What follows belongs to an exercise in optimizing a design on an open flow for small area, a short achievable clock period and few clock cycles per item; a production flow would make more cautious choices. No activity file was given, so power comes from the tool's default toggle rates.

==> flow/design.v <==
module smpo_lt #(
  parameter int N = 8
) (
  input  logic [N-1:0] a_i,
  input  logic [N-1:0] b_i,
  output logic         lt_o
);
  localparam int L = (N > 1) ? $clog2(N) : 0;
  localparam int P = 1 << L;
  logic [(L+1)*P-1:0] lt_t, gt_t;
  always_comb begin
    lt_t = '0;
    gt_t = '0;
    for (int i = 0; i < N; i++) begin
      lt_t[i] = ~a_i[i] & b_i[i];
      gt_t[i] = a_i[i] & ~b_i[i];
    end
    for (int l = 1; l <= L; l++) begin
      for (int j = 0; j < (P >> l); j++) begin
        lt_t[l*P+j] = lt_t[(l-1)*P+2*j+1] | (~gt_t[(l-1)*P+2*j+1] & lt_t[(l-1)*P+2*j]);
        gt_t[l*P+j] = gt_t[(l-1)*P+2*j+1] | (~lt_t[(l-1)*P+2*j+1] & gt_t[(l-1)*P+2*j]);
      end
    end
    lt_o = lt_t[L*P];
  end
endmodule
module smpo_add #(
  parameter int N = 8
) (
  input  logic [N-1:0] a_i,
  input  logic [N-1:0] b_i,
  input  logic         ci_i,
  output logic [N:0]   s_o
);
  localparam int L = (N > 1) ? $clog2(N) : 0;
  logic [N-1:0] g, p, gg, pp, g_n, p_n;
  always_comb begin
    g  = a_i & b_i;
    p  = a_i | b_i;
    g[0] = (a_i[0] & b_i[0]) | (ci_i & (a_i[0] | b_i[0]));
    gg = g;
    pp = p;
    for (int l = 0; l < L; l++) begin
      g_n = gg;
      p_n = pp;
      for (int i = 0; i < N; i++) begin
        if ((i >> l) % 2 == 1) begin
          g_n[i] = gg[i] | (pp[i] & gg[((i >> l) << l) - 1]);
          p_n[i] = pp[i] & pp[((i >> l) << l) - 1];
        end
      end
      gg = g_n;
      pp = p_n;
    end
    s_o[0] = a_i[0] ^ b_i[0] ^ ci_i;
    for (int i = 1; i < N; i++) begin
      s_o[i] = a_i[i] ^ b_i[i] ^ gg[i-1];
    end
    s_o[N] = gg[N-1];
  end
endmodule
module smpo_gap #(
  parameter logic [17:0] C = 18'd0
) (
  input  logic [47:0] now_i,
  input  logic [47:0] t_i,
  output logic        lt_o
);
  logic [18:0] u;
  logic        borrow, lt_u;
  logic [29:0] eqb, carry;
  logic        hi_up, hi_zero;
  assign u      = {1'b0, t_i[17:0]} + {1'b0, C};
  assign borrow = now_i[17:0] < t_i[17:0];
  assign lt_u   = now_i[17:0] < u[17:0];
  assign eqb    = ~(now_i[47:18] ^ t_i[47:18]);
  assign carry  = {now_i[46:18] | ~t_i[46:18], 1'b0};
  assign hi_up  = &(eqb[29:1] ~^ carry[29:1]);
  assign hi_zero = hi_up && (eqb[0] != borrow);
  assign lt_o   = hi_zero && (borrow ? (u[18] && lt_u) : (u[18] || lt_u));
endmodule
module speech_mouth_pixel_overlay (
  input  logic        clk_i,
  input  logic        rst_ni,
  input  logic        in_valid_i,
  output logic        in_stall_o,
  input  logic [94:0] in_item_i,
  output logic        out_valid_o,
  input  logic        out_stall_i,
  output logic [19:0] out_item_o,
  input  logic        cfg_we_i,
  input  logic [2:0]  cfg_idx_i,
  input  logic [15:0] cfg_data_i
);
  localparam logic [1:0] ACT_PIXEL  = 2'd0;
  localparam logic [1:0] ACT_LEVEL  = 2'd1;
  localparam logic [1:0] ACT_ACTIVE = 2'd2;
  localparam logic [1:0] ACT_FRAME  = 2'd3;
  localparam logic [64*13-1:0] ARC_P0 = 832'h006003001800c0060030018006003000c0000000000000000000000000000000000000000000000000000000000000000000000000000000000000000000000000000000000000000000000000000000000000000000000c00c006006003001800c006003001800c;
  localparam logic [64*13-1:0] ARC_P1 = 832'h00c006003001800c006001800c006001800c0030000000000000000000000000000000000000000000000000000000000000000000000000000000000000000000000000000000000000000000000000000000003003001801800c006006003001800c0060030018;
  localparam logic [64*13-1:0] ARC_P2 = 832'h07003801c00e007003800e007001c00e003801c007001c00000000000000000000000000000000000000000000000000000000000000000000000000000000000000000000000000000000000000000001c01c01c00e00e007007003803801c00e007003801c00e0;
  localparam logic [64*13-1:0] ARC_P3 = 832'h1c00e007003801c00e003801c007003800e007001c007001c00700000000000000000000000000000000000000000000000000000000000000000000000000000000000000000000000000000007007007007007003803801c01c00e00e007003801c00e00700380;
  localparam logic [64*13-1:0] ARC_P4 = 832'hf007803c01e00f003c01e00f003c01e007801e00f003c00f003c00f003c000000000000000000000000000000000000000000000000000000000000000000000000000000000000000003c03c03c03c03c03c01e01e01e00f00f007803c03c01e00f007803c01e00;
  function automatic [15:0] arc_mask;
    input [2:0] pose;
    input [5:0] dx;
    reg [12:0] m;
    begin
      case (pose)
        3'd0:    m = ARC_P0[13*dx +: 13];
        3'd1:    m = ARC_P1[13*dx +: 13];
        3'd2:    m = ARC_P2[13*dx +: 13];
        3'd3:    m = ARC_P3[13*dx +: 13];
        default: m = ARC_P4[13*dx +: 13];
      endcase
      arc_mask = {3'b000, m};
    end
  endfunction
  function automatic sum_zero5;
    input [4:0] a;
    input [4:0] b;
    sum_zero5 = ((a ^ b) == {a[3:0] | b[3:0], 1'b0});
  endfunction
  function automatic sum_zero6;
    input [5:0] a;
    input [5:0] b;
    sum_zero6 = ((a ^ b) == {a[4:0] | b[4:0], 1'b0});
  endfunction
  logic [1:0]  act;
  logic [9:0]  px, py;
  logic [15:0] pin;
  logic [7:0]  level;
  logic        flag;
  logic [47:0] now;
  assign act   = in_item_i[94:93];
  assign px    = in_item_i[92:83];
  assign py    = in_item_i[82:73];
  assign pin   = in_item_i[72:57];
  assign level = in_item_i[56:49];
  assign flag  = in_item_i[48];
  assign now   = in_item_i[47:0];
  logic [9:0]  left_q, top_q, cx_q, cy_q;
  logic [10:0] right_q, bottom_q;
  logic [15:0] black_q, white_q;
  always_ff @(posedge clk_i or negedge rst_ni) begin
    if (!rst_ni) begin
      left_q   <= 10'd0;
      top_q    <= 10'd0;
      right_q  <= 11'd0;
      bottom_q <= 11'd0;
      cx_q     <= 10'd0;
      cy_q     <= 10'd0;
      black_q  <= 16'h0000;
      white_q  <= 16'hFFFF;
    end else if (cfg_we_i) begin
      case (cfg_idx_i)
        3'd0:    left_q   <= cfg_data_i[9:0];
        3'd1:    top_q    <= cfg_data_i[9:0];
        3'd2:    right_q  <= cfg_data_i[10:0];
        3'd3:    bottom_q <= cfg_data_i[10:0];
        3'd4:    cx_q     <= cfg_data_i[9:0];
        3'd5:    cy_q     <= cfg_data_i[9:0];
        3'd6:    black_q  <= cfg_data_i;
        default: white_q  <= cfg_data_i;
      endcase
    end
  end
  logic s1_valid_q, s1_hit_q;
  logic [15:0] s1_pix_q;
  logic adv, accept;
  assign adv        = !(s1_valid_q && out_stall_i);
  assign in_stall_o = !adv;
  assign accept     = in_valid_i && adv;
  logic        active_q;
  logic [2:0]  target_q, render_q;
  logic [47:0] voice_q, step_q;
  logic        voice_recent, step_recent;
  logic        level_nz;
  logic [2:0]  req;
  smpo_gap #(.C(18'd200000)) u_voice_gap (.now_i(now), .t_i(voice_q), .lt_o(voice_recent));
  smpo_gap #(.C(18'd40000))  u_step_gap  (.now_i(now), .t_i(step_q),  .lt_o(step_recent));
  assign level_nz = (level != 8'd0);
  assign req      = (level > 8'd4) ? 3'd4 : level[2:0];
  always_ff @(posedge clk_i or negedge rst_ni) begin
    if (!rst_ni) begin
      active_q <= 1'b0;
      target_q <= 3'd0;
      render_q <= 3'd0;
    end else if (accept) begin
      case (act)
        ACT_LEVEL: begin
          if (active_q) begin
            if (level_nz) begin
              target_q <= req;
            end else if (!voice_recent) begin
              target_q <= 3'd0;
            end
          end
        end
        ACT_ACTIVE: begin
          active_q <= flag;
          target_q <= 3'd0;
          render_q <= 3'd0;
        end
        ACT_FRAME: begin
          if (active_q && !step_recent) begin
            if (render_q < target_q) begin
              render_q <= render_q + 3'd1;
            end else if (render_q > target_q) begin
              render_q <= render_q - 3'd1;
            end
          end
        end
        default: begin
        end
      endcase
    end
  end
  always_ff @(posedge clk_i) begin
    if (accept && (act == ACT_ACTIVE || (act == ACT_LEVEL && active_q && level_nz))) begin
      voice_q <= now;
    end
    if (accept && (act == ACT_ACTIVE || (act == ACT_FRAME && active_q && !step_recent))) begin
      step_q <= now;
    end
  end
  logic        compose, in_rect, bright, erase, hit;
  logic        x_lt_left, x_lt_right, y_lt_top, y_lt_bottom;
  logic [6:0]  weight;
  logic        bx, x_eq, x_up, x_dn, dx_small;
  logic        by, y_eq, y_up, dy_small;
  logic [5:0]  dx;
  logic [3:0]  dy;
  logic [15:0] mask;
  assign compose = active_q && (act == ACT_PIXEL);
  assign x_lt_left   = px < left_q;
  assign x_lt_right  = {1'b0, px} < right_q;
  assign y_lt_top    = py < top_q;
  assign y_lt_bottom = {1'b0, py} < bottom_q;
  assign in_rect = !x_lt_left && x_lt_right && !y_lt_top && y_lt_bottom;
  assign weight  = {2'b0, pin[15:11]} + {2'b0, pin[4:0]} + {2'b0, pin[10:6]};
  assign bright  = (weight >= 7'd10);
  assign erase   = compose && in_rect && bright;
  assign bx       = px[4:0] < cx_q[4:0];
  assign x_eq     = (px[9:5] == cx_q[9:5]);
  assign x_up     = sum_zero5(px[9:5], ~cx_q[9:5]) && !(&cx_q[9:5]);    
  assign x_dn     = sum_zero5(~px[9:5], cx_q[9:5]) && !(&px[9:5]);      
  assign dx_small = x_eq || (bx ? x_up : x_dn);
  assign dx       = px[5:0] - cx_q[5:0];
  assign by       = py[3:0] < cy_q[3:0];
  assign y_eq     = (py[9:4] == cy_q[9:4]);
  assign y_up     = sum_zero6(py[9:4], ~cy_q[9:4]) && !(&cy_q[9:4]);    
  assign dy_small = by ? y_up : y_eq;
  assign dy       = py[3:0] - cy_q[3:0];
  assign mask = arc_mask(render_q, dx);
  assign hit  = compose && dx_small && dy_small && mask[dy];
  always_ff @(posedge clk_i or negedge rst_ni) begin
    if (!rst_ni) begin
      s1_valid_q <= 1'b0;
    end else if (adv) begin
      s1_valid_q <= in_valid_i;
    end
  end
  always_ff @(posedge clk_i) begin
    if (adv) begin
      s1_hit_q <= hit;
      s1_pix_q <= erase ? black_q : pin;
    end
  end
  assign out_valid_o = s1_valid_q;
  assign out_item_o  = {s1_hit_q ? white_q : s1_pix_q, 1'b0, render_q};
endmodule
clock: 6.0 ns
lec_check: 0
cap_margin: 20
core_margin: 2
core_utilization: 40
setup_slack_margin: 3.0
slew_margin: 20
run.sh (not shown) runs the stock make flow with config.mk's settings and CLKGATE_MAP_FILE= SYNTH_SCRIPT=/design/flow/synth_recipe.tcl, a recipe that flattens the netlist after the stock synthesis.
Next try:
--- a/flow/design.v
+++ b/flow/design.v
@@ -70,9 +70,9 @@
   logic        borrow, lt_u;
   logic [29:0] eqb, carry;
   logic        hi_up, hi_zero;
-  assign u      = {1'b0, t_i[17:0]} + {1'b0, C};
-  assign borrow = now_i[17:0] < t_i[17:0];
-  assign lt_u   = now_i[17:0] < u[17:0];
+  smpo_add #(.N(18)) u_u (.a_i(t_i[17:0]), .b_i(C), .ci_i(1'b0), .s_o(u));
+  smpo_lt #(.N(18)) u_borrow (.a_i(now_i[17:0]), .b_i(t_i[17:0]), .lt_o(borrow));
+  smpo_lt #(.N(18)) u_ltu (.a_i(now_i[17:0]), .b_i(u[17:0]), .lt_o(lt_u));
   assign eqb    = ~(now_i[47:18] ^ t_i[47:18]);
   assign carry  = {now_i[46:18] | ~t_i[46:18], 1'b0};
   assign hi_up  = &(eqb[29:1] ~^ carry[29:1]);
@@ -225,33 +225,40 @@
     end
   end
   logic        compose, in_rect, bright, erase, hit;
-  logic        x_lt_left, x_lt_right, y_lt_top, y_lt_bottom;
-  logic [6:0]  weight;
+  logic        x_lt_left, x_lt_right, y_lt_top, y_lt_bottom, dim;
+  logic [7:0]  weight;
   logic        bx, x_eq, x_up, x_dn, dx_small;
   logic        by, y_eq, y_up, dy_small;
   logic [5:0]  dx;
+  logic [6:0]  dx_s;
+  logic [4:0]  dy_s;
+  logic [5:0]  rb;
   logic [3:0]  dy;
   logic [15:0] mask;
   assign compose = active_q && (act == ACT_PIXEL);
-  assign x_lt_left   = px < left_q;
-  assign x_lt_right  = {1'b0, px} < right_q;
-  assign y_lt_top    = py < top_q;
-  assign y_lt_bottom = {1'b0, py} < bottom_q;
+  smpo_lt #(.N(10)) u_x_left   (.a_i(px), .b_i(left_q), .lt_o(x_lt_left));
+  smpo_lt #(.N(11)) u_x_right  (.a_i({1'b0, px}), .b_i(right_q), .lt_o(x_lt_right));
+  smpo_lt #(.N(10)) u_y_top    (.a_i(py), .b_i(top_q), .lt_o(y_lt_top));
+  smpo_lt #(.N(11)) u_y_bottom (.a_i({1'b0, py}), .b_i(bottom_q), .lt_o(y_lt_bottom));
   assign in_rect = !x_lt_left && x_lt_right && !y_lt_top && y_lt_bottom;
-  assign weight  = {2'b0, pin[15:11]} + {2'b0, pin[4:0]} + {2'b0, pin[10:6]};
-  assign bright  = (weight >= 7'd10);
+  smpo_add #(.N(5)) u_rb (.a_i(pin[15:11]), .b_i(pin[4:0]), .ci_i(1'b0), .s_o(rb));
+  smpo_add #(.N(7)) u_w (.a_i({rb, 1'b0}), .b_i({1'b0, pin[10:5]}), .ci_i(1'b0), .s_o(weight));
+  smpo_lt #(.N(8)) u_dim (.a_i(weight), .b_i(8'd20), .lt_o(dim));
+  assign bright  = !dim;
   assign erase   = compose && in_rect && bright;
-  assign bx       = px[4:0] < cx_q[4:0];
+  smpo_lt #(.N(5)) u_bx (.a_i(px[4:0]), .b_i(cx_q[4:0]), .lt_o(bx));
   assign x_eq     = (px[9:5] == cx_q[9:5]);
   assign x_up     = sum_zero5(px[9:5], ~cx_q[9:5]) && !(&cx_q[9:5]);    
   assign x_dn     = sum_zero5(~px[9:5], cx_q[9:5]) && !(&px[9:5]);      
   assign dx_small = x_eq || (bx ? x_up : x_dn);
-  assign dx       = px[5:0] - cx_q[5:0];
-  assign by       = py[3:0] < cy_q[3:0];
+  smpo_add #(.N(6)) u_dx (.a_i(px[5:0]), .b_i(~cx_q[5:0]), .ci_i(1'b1), .s_o(dx_s));
+  assign dx       = dx_s[5:0];
+  smpo_lt #(.N(4)) u_by (.a_i(py[3:0]), .b_i(cy_q[3:0]), .lt_o(by));
   assign y_eq     = (py[9:4] == cy_q[9:4]);
   assign y_up     = sum_zero6(py[9:4], ~cy_q[9:4]) && !(&cy_q[9:4]);    
   assign dy_small = by ? y_up : y_eq;
-  assign dy       = py[3:0] - cy_q[3:0];
+  smpo_add #(.N(4)) u_dy (.a_i(py[3:0]), .b_i(~cy_q[3:0]), .ci_i(1'b1), .s_o(dy_s));
+  assign dy       = dy_s[3:0];
   assign mask = arc_mask(render_q, dx);
   assign hit  = compose && dx_small && dy_small && mask[dy];
   always_ff @(posedge clk_i or negedge rst_ni) begin
What happened:
- core utilization rises by 1.2 points
- area after synthesis is lower by about 1.2%
- via count went up by about 0.9%
- synthesized cell count came out lower by 1.3%
- register-to-register slack gains 0.07 ns
- non-clock buffer count went up by 14
- count of clock-buffer cells in the layout goes down by 6
- design area went up by 1.5%
- sequential share of layout area fell by 0.46 points
- clock skew went down by 0.0085 ns
- worst setup slack is worse by 0.41 ns
- worst hold slack barely changes
- die area decreases by 1.2%
Function was not checked in any run of this note: the RTL went through the layout flow alone.

---

Another version of the RTL of speech_mouth_pixel_overlay (not shown whole).
Size: ~220 flip-flops, ~140 I/O pins, about 14000 um^2 of cells after synthesis.
Settings: LEC_CHECK=0, ABC_AREA=1, CAP_MARGIN=20, CORE_MARGIN=2, CORE_UTILIZATION=40, SETUP_SLACK_MARGIN=3.0, SLEW_MARGIN=20; clock period 6.0 ns.
standard.sh (not shown) runs the stock make flow with config.mk's settings and CLKGATE_MAP_FILE= SYNTH_SCRIPT=/design/flow/synth_recipe.tcl, a recipe that flattens the netlist after the stock synthesis.
==> flow/flow/run.sh <==
#!/bin/bash
# Layout flow: the standard flow, with the port buffers that placement
# inserts made sky130_fd_sc_hd__buf_1 cells instead of the default choice.
set -euo pipefail
bash standard.sh "BUFFER_PORTS_ARGS=-buffer_cell sky130_fd_sc_hd__buf_1" finish > standard.log 2>&1
Then changed:
--- a/flow/design.v
+++ b/flow/design.v
@@ -8,24 +8,38 @@
   logic [18:0] u;
   logic        borrow, lt_u;
   logic [29:0] eqb, carry;
   logic        hi_up, hi_zero;
   assign u      = {1'b0, t_i[17:0]} + {1'b0, C};
   assign borrow = now_i[17:0] < t_i[17:0];
   assign lt_u   = now_i[17:0] < u[17:0];
   assign eqb    = ~(now_i[47:18] ^ t_i[47:18]);
   assign carry  = {now_i[46:18] | ~t_i[46:18], 1'b0};
   assign hi_up  = &(eqb[29:1] ~^ carry[29:1]);
   assign hi_zero = hi_up && (eqb[0] != borrow);
   assign lt_o   = hi_zero && (borrow ? (u[18] && lt_u) : (u[18] || lt_u));
+endmodule
+module smpo_lt #(
+  parameter int N = 8
+) (
+  input  logic [N-1:0] a_i,
+  input  logic [N-1:0] b_i,
+  output logic         lt_o
+);
+  always_comb begin
+    lt_o = 1'b0;
+    for (int i = 0; i < N; i++) begin
+      lt_o = (~a_i[i] & b_i[i]) | (~(a_i[i] & ~b_i[i]) & lt_o);
+    end
+  end
 endmodule
 module speech_mouth_pixel_overlay (
   input  logic        clk_i,
   input  logic        rst_ni,
   input  logic        in_valid_i,
   output logic        in_stall_o,
   input  logic [94:0] in_item_i,
   output logic        out_valid_o,
   input  logic        out_stall_i,
   output logic [19:0] out_item_o,
   input  logic        cfg_we_i,
   input  logic [2:0]  cfg_idx_i,
@@ -75,25 +89,25 @@
       case (cfg_idx_i)
         3'd0:    left_q   <= cfg_data_i[9:0];
         3'd1:    top_q    <= cfg_data_i[9:0];
         3'd2:    right_q  <= cfg_data_i[10:0];
         3'd3:    bottom_q <= cfg_data_i[10:0];
         3'd4:    cx_q     <= cfg_data_i[9:0];
         3'd5:    cy_q     <= cfg_data_i[9:0];
         3'd6:    black_q  <= cfg_data_i;
         default: white_q  <= cfg_data_i;
       endcase
     end
   end
-  logic s1_valid_q, s1_hit_q;
+  logic s1_valid_q, s1_hit_q, s1_erase_q;
   logic [15:0] s1_pix_q;
   logic adv, accept;
   assign adv        = !(s1_valid_q && out_stall_i);
   assign in_stall_o = !adv;
   assign accept     = in_valid_i && adv;
   logic        active_q;
   logic [2:0]  target_q, render_q;
   logic [47:0] voice_q, step_q;
   logic        voice_recent, step_recent;
   logic        level_nz;
   logic [2:0]  req;
   smpo_gap #(.C(18'd200000)) u_voice_gap (.now_i(now), .t_i(voice_q), .lt_o(voice_recent));
@@ -145,28 +159,28 @@
   end
   logic        compose, in_rect, bright, erase, hit;
   logic        x_lt_left, x_lt_right, y_lt_top, y_lt_bottom;
   logic [6:0]  weight;
   logic        bx, x_eq, x_up, x_dn, dx_small;
   logic        by, y_eq, y_up, dy_small;
   logic [5:0]  dx;
   logic [3:0]  dy;
   logic [19:0] ga;
   logic [13:0] gy;
   logic [4:0]  on_pose;
   assign compose = active_q && (act == ACT_PIXEL);
-  assign x_lt_left   = px < left_q;
-  assign x_lt_right  = {1'b0, px} < right_q;
-  assign y_lt_top    = py < top_q;
-  assign y_lt_bottom = {1'b0, py} < bottom_q;
+  smpo_lt #(.N(10)) u_x_left   (.a_i(px), .b_i(left_q), .lt_o(x_lt_left));
+  smpo_lt #(.N(11)) u_x_right  (.a_i({1'b0, px}), .b_i(right_q), .lt_o(x_lt_right));
+  smpo_lt #(.N(10)) u_y_top    (.a_i(py), .b_i(top_q), .lt_o(y_lt_top));
+  smpo_lt #(.N(11)) u_y_bottom (.a_i({1'b0, py}), .b_i(bottom_q), .lt_o(y_lt_bottom));
   assign in_rect = !x_lt_left && x_lt_right && !y_lt_top && y_lt_bottom;
   assign weight  = {2'b0, pin[15:11]} + {2'b0, pin[4:0]} + {2'b0, pin[10:6]};
   assign bright  = (weight >= 7'd10);
   assign erase   = compose && in_rect && bright;
   assign bx       = px[4:0] < cx_q[4:0];
   assign x_eq     = (px[9:5] == cx_q[9:5]);
   assign x_up     = sum_zero5(px[9:5], ~cx_q[9:5]) && !(&cx_q[9:5]);    
   assign x_dn     = sum_zero5(~px[9:5], cx_q[9:5]) && !(&px[9:5]);      
   assign dx_small = x_eq || (bx ? x_up : x_dn);
   assign dx       = px[5:0] - cx_q[5:0];
   assign by       = py[3:0] < cy_q[3:0];
   assign y_eq     = (py[9:4] == cy_q[9:4]);
@@ -213,19 +227,20 @@
                      | (ga[17] & ~ga[18] & gy[1] & ~gy[5])
                      | (ga[18] & ~ga[19] & gy[0] & ~gy[4]);
   assign hit = compose && dx_small && dy_small && on_pose[(render_q > 3'd4) ? 3'd4 : render_q];
   always_ff @(posedge clk_i or negedge rst_ni) begin
     if (!rst_ni) begin
       s1_valid_q <= 1'b0;
     end else if (adv) begin
       s1_valid_q <= in_valid_i;
     end
   end
   always_ff @(posedge clk_i) begin
     if (adv) begin
-      s1_hit_q <= hit;
-      s1_pix_q <= erase ? black_q : pin;
+      s1_hit_q   <= hit;
+      s1_erase_q <= erase;
+      s1_pix_q   <= pin;
     end
   end
   assign out_valid_o = s1_valid_q;
-  assign out_item_o  = {s1_hit_q ? white_q : s1_pix_q, 1'b0, render_q};
+  assign out_item_o  = {s1_hit_q ? white_q : (s1_erase_q ? black_q : s1_pix_q), 1'b0, render_q};
 endmodule
- fmax fell by a few percent
- critical path depth climbs by 8
- worst setup slack is worse by 0.11 ns
- global-route usage is lower by 0.74 points
- clock skew rises by 0.0061 ns
- clock power hardly moves
- routed wire length came out lower by a few percent
- non-clock buffer count rose by 28
- die area shrinks by a few percent
- cell area went down slightly
- area after synthesis drops by a few percent
- via count fell by a few percent
- final cell count goes down slightly
- sequential cell count goes up by 1
Function was not checked in any run of this note: the RTL went through the layout flow alone.

-- static timing again, ports no longer ideal --
No port has a modelled driver above. Below, the same layouts with a new extraction and two added sets of constraints.
Step 1 (the two cells are an assumption about what drives the block):
set clk [get_ports {clk_i}]
set_driving_cell -lib_cell sky130_fd_sc_hd__clkbuf_16 $clk
set_driving_cell -lib_cell sky130_fd_sc_hd__buf_2 [delete_from_list [all_inputs] $clk]
Step 2 times the ports against the registers' clock, not the clock port: input delays grow and output delays shrink by t, the midpoint of the rising clock arrivals with the driver on.
Three values: no drivers, after step 1, after step 2; two values: the first two.
run | t, ns | setup slack, ns | worst register clock-pin slew, ns | worst slew at a driven data input, ns
the first run of note 1 | 0.585 | 2.323 / 2.345 / 1.763 | 0.07 / 0.07 | 0.07
the second run of note 1 | 0.577 | 1.913 / 1.932 / 1.355 | 0.06 / 0.06 | 0.10
the first run of note 2 | 0.580 | 2.883 / 2.895 / 2.315 | 0.06 / 0.06 | 0.07
the second run of note 2 | 0.573 | 2.777 / 2.777 / 2.351 | 0.07 / 0.07 | 0.07
After both steps setup and hold are still met in every run listed. For the first run of note 2, which loses most, drivers alone change the setup slack by +0.012 ns; drivers and shift together by -0.568 ns.
